Source: an optimization exercise on an open RTL-to-GDS flow (aim: small area). Production flows keep margins and buffers that such runs may drop.
The RTL was checked by simulation tests, not by an equivalence proof against the original design.
Power is estimated from default activity; no workload was simulated. No driver is modelled on the clock port, so clocking that relies on it looks cheaper here than on a real chip.

==> run B <==
## maxpool_2x2_16_channel
module maxpool_2x2_16_channel #(
  parameter int unsigned IMG_Width  = 16,
  parameter int unsigned IMG_Height = 16,
  parameter int unsigned Datawidth  = 32
) (
  input  logic                     clk,
  input  logic                     rst,
  input  logic                     valid_in,
  input  logic [Datawidth-1:0]     In_0,
  input  logic [Datawidth-1:0]     In_1,
  input  logic [Datawidth-1:0]     In_2,
  input  logic [Datawidth-1:0]     In_3,
  input  logic [Datawidth-1:0]     In_4,
  input  logic [Datawidth-1:0]     In_5,
  input  logic [Datawidth-1:0]     In_6,
  input  logic [Datawidth-1:0]     In_7,
  input  logic [Datawidth-1:0]     In_8,
  input  logic [Datawidth-1:0]     In_9,
  input  logic [Datawidth-1:0]     In_10,
  input  logic [Datawidth-1:0]     In_11,
  input  logic [Datawidth-1:0]     In_12,
  input  logic [Datawidth-1:0]     In_13,
  input  logic [Datawidth-1:0]     In_14,
  input  logic [Datawidth-1:0]     In_15,
  output logic                     valid_out,
  output logic [Datawidth-1:0]     Out_0,
  output logic [Datawidth-1:0]     Out_1,
  output logic [Datawidth-1:0]     Out_2,
  output logic [Datawidth-1:0]     Out_3,
  output logic [Datawidth-1:0]     Out_4,
  output logic [Datawidth-1:0]     Out_5,
  output logic [Datawidth-1:0]     Out_6,
  output logic [Datawidth-1:0]     Out_7,
  output logic [Datawidth-1:0]     Out_8,
  ...
==> module maxpool_2x2_16_channel, before the edit <==
module maxpool_2x2_16_channel #(
  parameter int unsigned IMG_Width  = 16,
  parameter int unsigned IMG_Height = 16,
  parameter int unsigned Datawidth  = 32
) (
  input  logic                     clk,
  input  logic                     rst,
  input  logic                     valid_in,
  input  logic [Datawidth-1:0]     In_0,
  input  logic [Datawidth-1:0]     In_1,
  input  logic [Datawidth-1:0]     In_2,
  input  logic [Datawidth-1:0]     In_3,
  input  logic [Datawidth-1:0]     In_4,
  input  logic [Datawidth-1:0]     In_5,
  input  logic [Datawidth-1:0]     In_6,
  input  logic [Datawidth-1:0]     In_7,
  input  logic [Datawidth-1:0]     In_8,
  input  logic [Datawidth-1:0]     In_9,
  input  logic [Datawidth-1:0]     In_10,
  input  logic [Datawidth-1:0]     In_11,
  input  logic [Datawidth-1:0]     In_12,
  input  logic [Datawidth-1:0]     In_13,
  input  logic [Datawidth-1:0]     In_14,
  input  logic [Datawidth-1:0]     In_15,
  output logic                     valid_out,
  output logic [Datawidth-1:0]     Out_0,
  output logic [Datawidth-1:0]     Out_1,
  output logic [Datawidth-1:0]     Out_2,
  output logic [Datawidth-1:0]     Out_3,
  output logic [Datawidth-1:0]     Out_4,
  output logic [Datawidth-1:0]     Out_5,
  output logic [Datawidth-1:0]     Out_6,
  output logic [Datawidth-1:0]     Out_7,
  output logic [Datawidth-1:0]     Out_8,
  output logic [Datawidth-1:0]     Out_9,
  output logic [Datawidth-1:0]     Out_10,
  output logic [Datawidth-1:0]     Out_11,
  output logic [Datawidth-1:0]     Out_12,
  output logic [Datawidth-1:0]     Out_13,
  output logic [Datawidth-1:0]     Out_14,
  output logic [Datawidth-1:0]     Out_15
);
  localparam int unsigned NCH = 16;
  localparam int unsigned WP  = IMG_Width / 2;
  localparam int unsigned CW  = $clog2(IMG_Width);
  localparam int unsigned VW  = NCH * Datawidth;
  logic [VW-1:0]  in_s;
  logic [VW-1:0]  acc_q;
  logic [VW-1:0]  lb_q [WP-1];
  logic [NCH-1:0] gt_lb_c, gt_acc_c, pick_c;
  logic [CW-1:0]  col_q;
  logic           row_q;      
  logic           valid_q;
  logic           even_c, shift_c;
  function automatic logic gt_f(input logic [Datawidth-1:0] a, input logic [Datawidth-1:0] b);
    logic c;
    c = 1'b0;
    for (int i = 0; i < Datawidth - 1; i++) c = (a[i] & ~b[i]) | (c & (a[i] | ~b[i]));
    gt_f = (~a[Datawidth-1] & b[Datawidth-1]) | (c & (~a[Datawidth-1] | b[Datawidth-1]));
  endfunction
  assign in_s = {In_15, In_14, In_13, In_12, In_11, In_10, In_9, In_8, In_7, In_6, In_5, In_4, In_3, In_2, In_1, In_0};
  assign even_c  = !col_q[0];
  assign shift_c = valid_in && even_c;
  for (genvar ch = 0; ch < NCH; ch++) begin : g_ch
    wire signed [Datawidth-1:0] in_v  = in_s[ch*Datawidth +: Datawidth];
    wire signed [Datawidth-1:0] lb_v  = lb_q[0][ch*Datawidth +: Datawidth];
    wire signed [Datawidth-1:0] acc_v = acc_q[ch*Datawidth +: Datawidth];
    assign gt_lb_c[ch]  = gt_f(in_v, lb_v);
    assign gt_acc_c[ch] = gt_f(in_v, acc_v);
    assign pick_c[ch] = even_c ? (!row_q || gt_lb_c[ch]) : gt_acc_c[ch];
    always_ff @(posedge clk) begin
      if (valid_in && (even_c || pick_c[ch])) begin
        acc_q[ch*Datawidth +: Datawidth] <= pick_c[ch] ? in_v : lb_v;
      end
    end
  end
  always_ff @(posedge clk) begin
    if (shift_c) begin
      for (int i = 0; i < WP - 2; i++) lb_q[i] <= lb_q[i+1];
      lb_q[WP-2] <= acc_q;
    end
  end
  always_ff @(posedge clk or negedge rst) begin
    if (!rst) begin
      col_q   <= '0;
      row_q   <= 1'b0;
      valid_q <= 1'b0;
    end else begin
      valid_q <= valid_in && row_q && col_q[0];
      if (valid_in) begin
        col_q <= col_q + CW'(1);
        if (col_q == CW'(IMG_Width - 1)) row_q <= !row_q;
      end
    end
  end
  assign valid_out = valid_q;
  assign Out_0 = acc_q[0*Datawidth +: Datawidth];
  assign Out_1 = acc_q[1*Datawidth +: Datawidth];
  assign Out_2 = acc_q[2*Datawidth +: Datawidth];
  assign Out_3 = acc_q[3*Datawidth +: Datawidth];
  assign Out_4 = acc_q[4*Datawidth +: Datawidth];
  assign Out_5 = acc_q[5*Datawidth +: Datawidth];
  assign Out_6 = acc_q[6*Datawidth +: Datawidth];
  assign Out_7 = acc_q[7*Datawidth +: Datawidth];
  assign Out_8 = acc_q[8*Datawidth +: Datawidth];
  assign Out_9 = acc_q[9*Datawidth +: Datawidth];
  assign Out_10 = acc_q[10*Datawidth +: Datawidth];
  assign Out_11 = acc_q[11*Datawidth +: Datawidth];
  assign Out_12 = acc_q[12*Datawidth +: Datawidth];
  assign Out_13 = acc_q[13*Datawidth +: Datawidth];
  assign Out_14 = acc_q[14*Datawidth +: Datawidth];
  assign Out_15 = acc_q[15*Datawidth +: Datawidth];
endmodule
export LEC_CHECK = 0
export CAP_MARGIN = 20
export CORE_MARGIN = 2
export CORE_UTILIZATION = 70
export CTS_CLUSTER_DIAMETER = 150
export CTS_CLUSTER_SIZE = 30
export PLACE_DENSITY = 0.8
export SLEW_MARGIN = 20
create_clock -name core_clock -period 8.0 [get_ports {clk}]
standard.sh (not shown) runs the stock make flow with config.mk's settings and CLKGATE_MAP_FILE= SYNTH_SCRIPT=/design/flow/synth_recipe.tcl, a recipe that flattens the netlist after the stock synthesis.
==> flow/flow/run.sh <==
#!/bin/bash
# Standard ORFS layout (the standard.sh, unchanged synthesis) with two placement/CTS options:
# port buffers use the smallest buffer cell, and CTS inserts no dummy loads.
set -o pipefail
cp standard.sh standard_sh_copy.log
export BUFFER_PORTS_ARGS="-buffer_cell sky130_fd_sc_hd__buf_1"
export CTS_ARGS="-sink_clustering_enable -repair_clock_nets -dont_use_dummy_load -sink_clustering_size 30 -sink_clustering_max_diameter 150"
bash standard.sh > standard.log 2>&1
==> run M (differences from run B) <==
--- a/flow/design.v
+++ b/flow/design.v
@@ -45,18 +45,14 @@
   localparam int unsigned CW  = $clog2(IMG_Width);
   localparam int unsigned VW  = NCH * Datawidth;
+  localparam int unsigned SEG  = 11;
+  localparam int unsigned NSEG = (Datawidth + SEG - 1) / SEG;
   logic [VW-1:0]  in_s;
   logic [VW-1:0]  acc_q;
   logic [VW-1:0]  lb_q [WP-1];
-  logic [NCH-1:0] gt_lb_c, gt_acc_c, pick_c;
+  logic [NCH-1:0] gt_c, pick_c;
   logic [CW-1:0]  col_q;
   logic           row_q;      
   logic           valid_q;
-  logic           even_c, shift_c;
-  function automatic logic gt_f(input logic [Datawidth-1:0] a, input logic [Datawidth-1:0] b);
-    logic c;
-    c = 1'b0;
-    for (int i = 0; i < Datawidth - 1; i++) c = (a[i] & ~b[i]) | (c & (a[i] | ~b[i]));
-    gt_f = (~a[Datawidth-1] & b[Datawidth-1]) | (c & (~a[Datawidth-1] | b[Datawidth-1]));
-  endfunction
+  logic           even_c, shift_c, hold_c;
   assign in_s = {In_15, In_14, In_13, In_12, In_11, In_10, In_9, In_8, In_7, In_6, In_5, In_4, In_3, In_2, In_1, In_0};
   assign even_c  = !col_q[0];
@@ -66,18 +62,68 @@
     wire signed [Datawidth-1:0] lb_v  = lb_q[0][ch*Datawidth +: Datawidth];
     wire signed [Datawidth-1:0] acc_v = acc_q[ch*Datawidth +: Datawidth];
-    assign gt_lb_c[ch]  = gt_f(in_v, lb_v);
-    assign gt_acc_c[ch] = gt_f(in_v, acc_v);
-    assign pick_c[ch] = even_c ? (!row_q || gt_lb_c[ch]) : gt_acc_c[ch];
+    logic [NSEG:0] c_seg;
+    assign c_seg[0] = 1'b0;
+    for (genvar k = 0; k < NSEG; k++) begin : g_seg
+      localparam int unsigned LO = k * SEG;
+      localparam int unsigned HI = (k == NSEG - 1) ? Datawidth - 1 : LO + SEG;   
+      logic [HI:LO+1] c0, c1;
+      logic           s0, s1;
+      if (k == 0) begin : g_lsb_one
+        maxpool_cmp_lsb u_l (.a(in_v[LO]), .l(lb_v[LO]), .r(acc_v[LO]), .sel(even_c),
+                             .co(c0[LO+1]));
+        assign c1[LO+1] = 1'b0;
+      end else begin : g_lsb_two
+        maxpool_cmp_lsb2 u_l (.a(in_v[LO]), .l(lb_v[LO]), .r(acc_v[LO]), .sel(even_c),
+                              .co0(c0[LO+1]), .co1(c1[LO+1]));
+      end
+      for (genvar i = LO + 1; i < HI; i++) begin : g_bit
+        if (k == 0) begin : g_one
+          maxpool_cmp_bit u_b (.a(in_v[i]), .l(lb_v[i]), .r(acc_v[i]), .sel(even_c),
+                               .ci(c0[i]), .co(c0[i+1]));
+          assign c1[i+1] = 1'b0;
+        end else begin : g_two
+          maxpool_cmp_bit2 u_b (.a(in_v[i]), .l(lb_v[i]), .r(acc_v[i]), .sel(even_c),
+                                .ci0(c0[i]), .ci1(c1[i]), .co0(c0[i+1]), .co1(c1[i+1]));
+        end
+      end
+      if (k == NSEG - 1) begin : g_sign
+        wire x_top = even_c ? lb_v[Datawidth-1] : acc_v[Datawidth-1];
+        wire a_n   = ~in_v[Datawidth-1];
+        assign s0 = (a_n & x_top) | (c0[HI] & (a_n | x_top));
+        assign s1 = (a_n & x_top) | (c1[HI] & (a_n | x_top));
+      end else begin : g_mid
+        assign s0 = c0[HI];
+        assign s1 = c1[HI];
+      end
+      if (k == 0) begin : g_first
+        assign c_seg[1] = s0;
+      end else begin : g_sel
+        assign c_seg[k+1] = s0 | (s1 & c_seg[k]);
+      end
+    end
+    assign gt_c[ch] = c_seg[NSEG];
+    assign pick_c[ch] = (even_c && !row_q) || gt_c[ch];
+    wire take_in = valid_in && pick_c[ch];
+    wire take_lb = valid_in && even_c && !pick_c[ch];
+    wire keep    = !valid_in || (!even_c && !pick_c[ch]);
+    logic [Datawidth-1:0] acc_d;
+    for (genvar i = 0; i < Datawidth; i++) begin : g_acc
+      maxpool_sel3_bit u_s (.a(in_v[i]), .b(lb_v[i]), .q(acc_v[i]),
+                            .sa(take_in), .sb(take_lb), .sq(keep), .y(acc_d[i]));
+    end
     always_ff @(posedge clk) begin
-      if (valid_in && (even_c || pick_c[ch])) begin
-        acc_q[ch*Datawidth +: Datawidth] <= pick_c[ch] ? in_v : lb_v;
-      end
+      acc_q[ch*Datawidth +: Datawidth] <= acc_d;
+    end
+  end
+  logic [VW-1:0] lb_d [WP-1];
+  assign hold_c = !(valid_in && even_c);
+  for (genvar k = 0; k < WP - 1; k++) begin : g_lb
+    for (genvar i = 0; i < VW; i++) begin : g_bit
+      maxpool_hold_bit u_h (.n((k == WP - 2) ? acc_q[i] : lb_q[k+1][i]), .q(lb_q[k][i]),
+                            .s(shift_c), .h(hold_c), .y(lb_d[k][i]));
     end
   end
   always_ff @(posedge clk) begin
-    if (shift_c) begin
-      for (int i = 0; i < WP - 2; i++) lb_q[i] <= lb_q[i+1];
-      lb_q[WP-2] <= acc_q;
-    end
+    for (int k = 0; k < WP - 1; k++) lb_q[k] <= lb_d[k];
   end
   always_ff @(posedge clk or negedge rst) begin
@@ -112,2 +158,44 @@
   assign Out_15 = acc_q[15*Datawidth +: Datawidth];
 endmodule
+module maxpool_cmp_bit (
+  input  logic a, l, r, sel, ci,
+  output logic co
+);
+  wire xn = ~(sel ? l : r);
+  assign co = (a & xn) | (ci & (a | xn));
+endmodule
+module maxpool_cmp_lsb (
+  input  logic a, l, r, sel,
+  output logic co
+);
+  wire xn = ~(sel ? l : r);
+  assign co = a & xn;
+endmodule
+module maxpool_cmp_lsb2 (
+  input  logic a, l, r, sel,
+  output logic co0, co1
+);
+  wire xn = ~(sel ? l : r);
+  assign co0 = a & xn;
+  assign co1 = a | xn;
+endmodule
+module maxpool_cmp_bit2 (
+  input  logic a, l, r, sel, ci0, ci1,
+  output logic co0, co1
+);
+  wire xn = ~(sel ? l : r);
+  assign co0 = (a & xn) | (ci0 & (a | xn));
+  assign co1 = (a & xn) | (ci1 & (a | xn));
+endmodule
+module maxpool_hold_bit (
+  input  logic n, q, s, h,
+  output logic y
+);
+  assign y = (s & n) | (h & q);
+endmodule
+module maxpool_sel3_bit (
+  input  logic a, b, q, sa, sb, sq,
+  output logic y
+);
+  assign y = (sa & a) | (sb & b) | (sq & q);
+endmodule
==> flow/flow/run.sh (replaced) <==
#!/bin/bash
# Standard ORFS layout (the standard.sh, unchanged synthesis) with two placement/CTS options:
# port buffers use the smallest buffer cell, and CTS inserts no dummy loads.
set -o pipefail
cp standard.sh standard_sh_copy.log
export BUFFER_PORTS_ARGS="-buffer_cell sky130_fd_sc_hd__buf_1"
export CTS_ARGS="-sink_clustering_enable -repair_clock_nets -dont_use_dummy_load -sink_clustering_size 28 -sink_clustering_max_diameter 120"
bash standard.sh > standard.log 2>&1
Settings changed: CTS_CLUSTER_DIAMETER 150 to 120, CTS_CLUSTER_SIZE 30 to 28, SYNTH_HIERARCHICAL set to 1.
==> run A (differences from run B) <==
--- a/flow/design.v
+++ b/flow/design.v
@@ -53,10 +53,4 @@
   logic           valid_q;
   logic           even_c, shift_c;
-  function automatic logic gt_f(input logic [Datawidth-1:0] a, input logic [Datawidth-1:0] b);
-    logic c;
-    c = 1'b0;
-    for (int i = 0; i < Datawidth - 1; i++) c = (a[i] & ~b[i]) | (c & (a[i] | ~b[i]));
-    gt_f = (~a[Datawidth-1] & b[Datawidth-1]) | (c & (~a[Datawidth-1] | b[Datawidth-1]));
-  endfunction
   assign in_s = {In_15, In_14, In_13, In_12, In_11, In_10, In_9, In_8, In_7, In_6, In_5, In_4, In_3, In_2, In_1, In_0};
   assign even_c  = !col_q[0];
@@ -66,6 +60,6 @@
     wire signed [Datawidth-1:0] lb_v  = lb_q[0][ch*Datawidth +: Datawidth];
     wire signed [Datawidth-1:0] acc_v = acc_q[ch*Datawidth +: Datawidth];
-    assign gt_lb_c[ch]  = gt_f(in_v, lb_v);
-    assign gt_acc_c[ch] = gt_f(in_v, acc_v);
+    assign gt_lb_c[ch]  = in_v > lb_v;
+    assign gt_acc_c[ch] = in_v > acc_v;
     assign pick_c[ch] = even_c ? (!row_q || gt_lb_c[ch]) : gt_acc_c[ch];
     always_ff @(posedge clk) begin
==> flow/run.sh (new file) <==
#!/bin/bash
# synth_recipe.tcl (not shown) runs the flow's synth.tcl, then flattens the netlist and writes it again
# the make line also repeats each setting of config.mk as NAME=value (left out here)
make -C /OpenROAD-flow-scripts/flow DESIGN_CONFIG=/design/flow/config.mk WORK_HOME=/design/flow/orfs CLKGATE_MAP_FILE= SYNTH_SCRIPT=/design/flow/synth_recipe.tcl finish
Settings changed: CORE_UTILIZATION 70 to 45, CTS_CLUSTER_DIAMETER 150 to unset, CTS_CLUSTER_SIZE 30 to unset, PLACE_DENSITY 0.8 to 0.62.
removed: flow/flow/run.sh
removed: flow/standard.sh
==> run summary <==
Run B went through all stages and came out clean. Run M finished with timing, DRC and antenna clean. Run A completed without violations. Sequential cell count is the same in run M and run B. In run B the non-clock buffer count is lower than in run A, by 34. Sequential share of layout area: run B > run A > run M. Combinational power: run B < run A < run M. Cell area: run M < run B < run A. Global-route usage: run M > run B > run A. Against run B, the critical path depth of run A is lower by 1. The highest area after synthesis belongs to run A, the lowest to run M. Clock power, highest first: run A, run M, run B. Of run A and run M, run A has the higher clock skew (gap 0.013 ns).

separate check: timing with driven ports:
No port has a modelled driver above. Below, the same layouts with a new extraction and two added sets of constraints. Step 1, drivers: a clkbuf_16 drives clk and a buf_2 each remaining input, both assumed. Step 2, shift: input delay + t, output delay - t, t = (earliest + latest rising clock arrival at the registers) / 2. This alone moves slack from input paths to output paths. a / b / c = ideal / step 1 / step 2; a / b = the first two.
run	t, ns	setup WS [ns]	hold WS [ns]	worst data-port slew with drivers (ns)
run B	0.903	3.240 / 3.312 / 2.409	0.378 / 0.378 / 0.378	0.23
run M	0.931	0.702 / 0.702 / 0.702	0.447 / 0.447 / 0.447	0.21
run A	1.040	3.116 / 3.200 / 2.159	0.380 / 0.380 / 0.380	0.22
After both steps every run listed still meets setup and hold. The setup slack of run A, which loses most, moves by +0.084 ns with the drivers and by -0.957 ns with both steps.
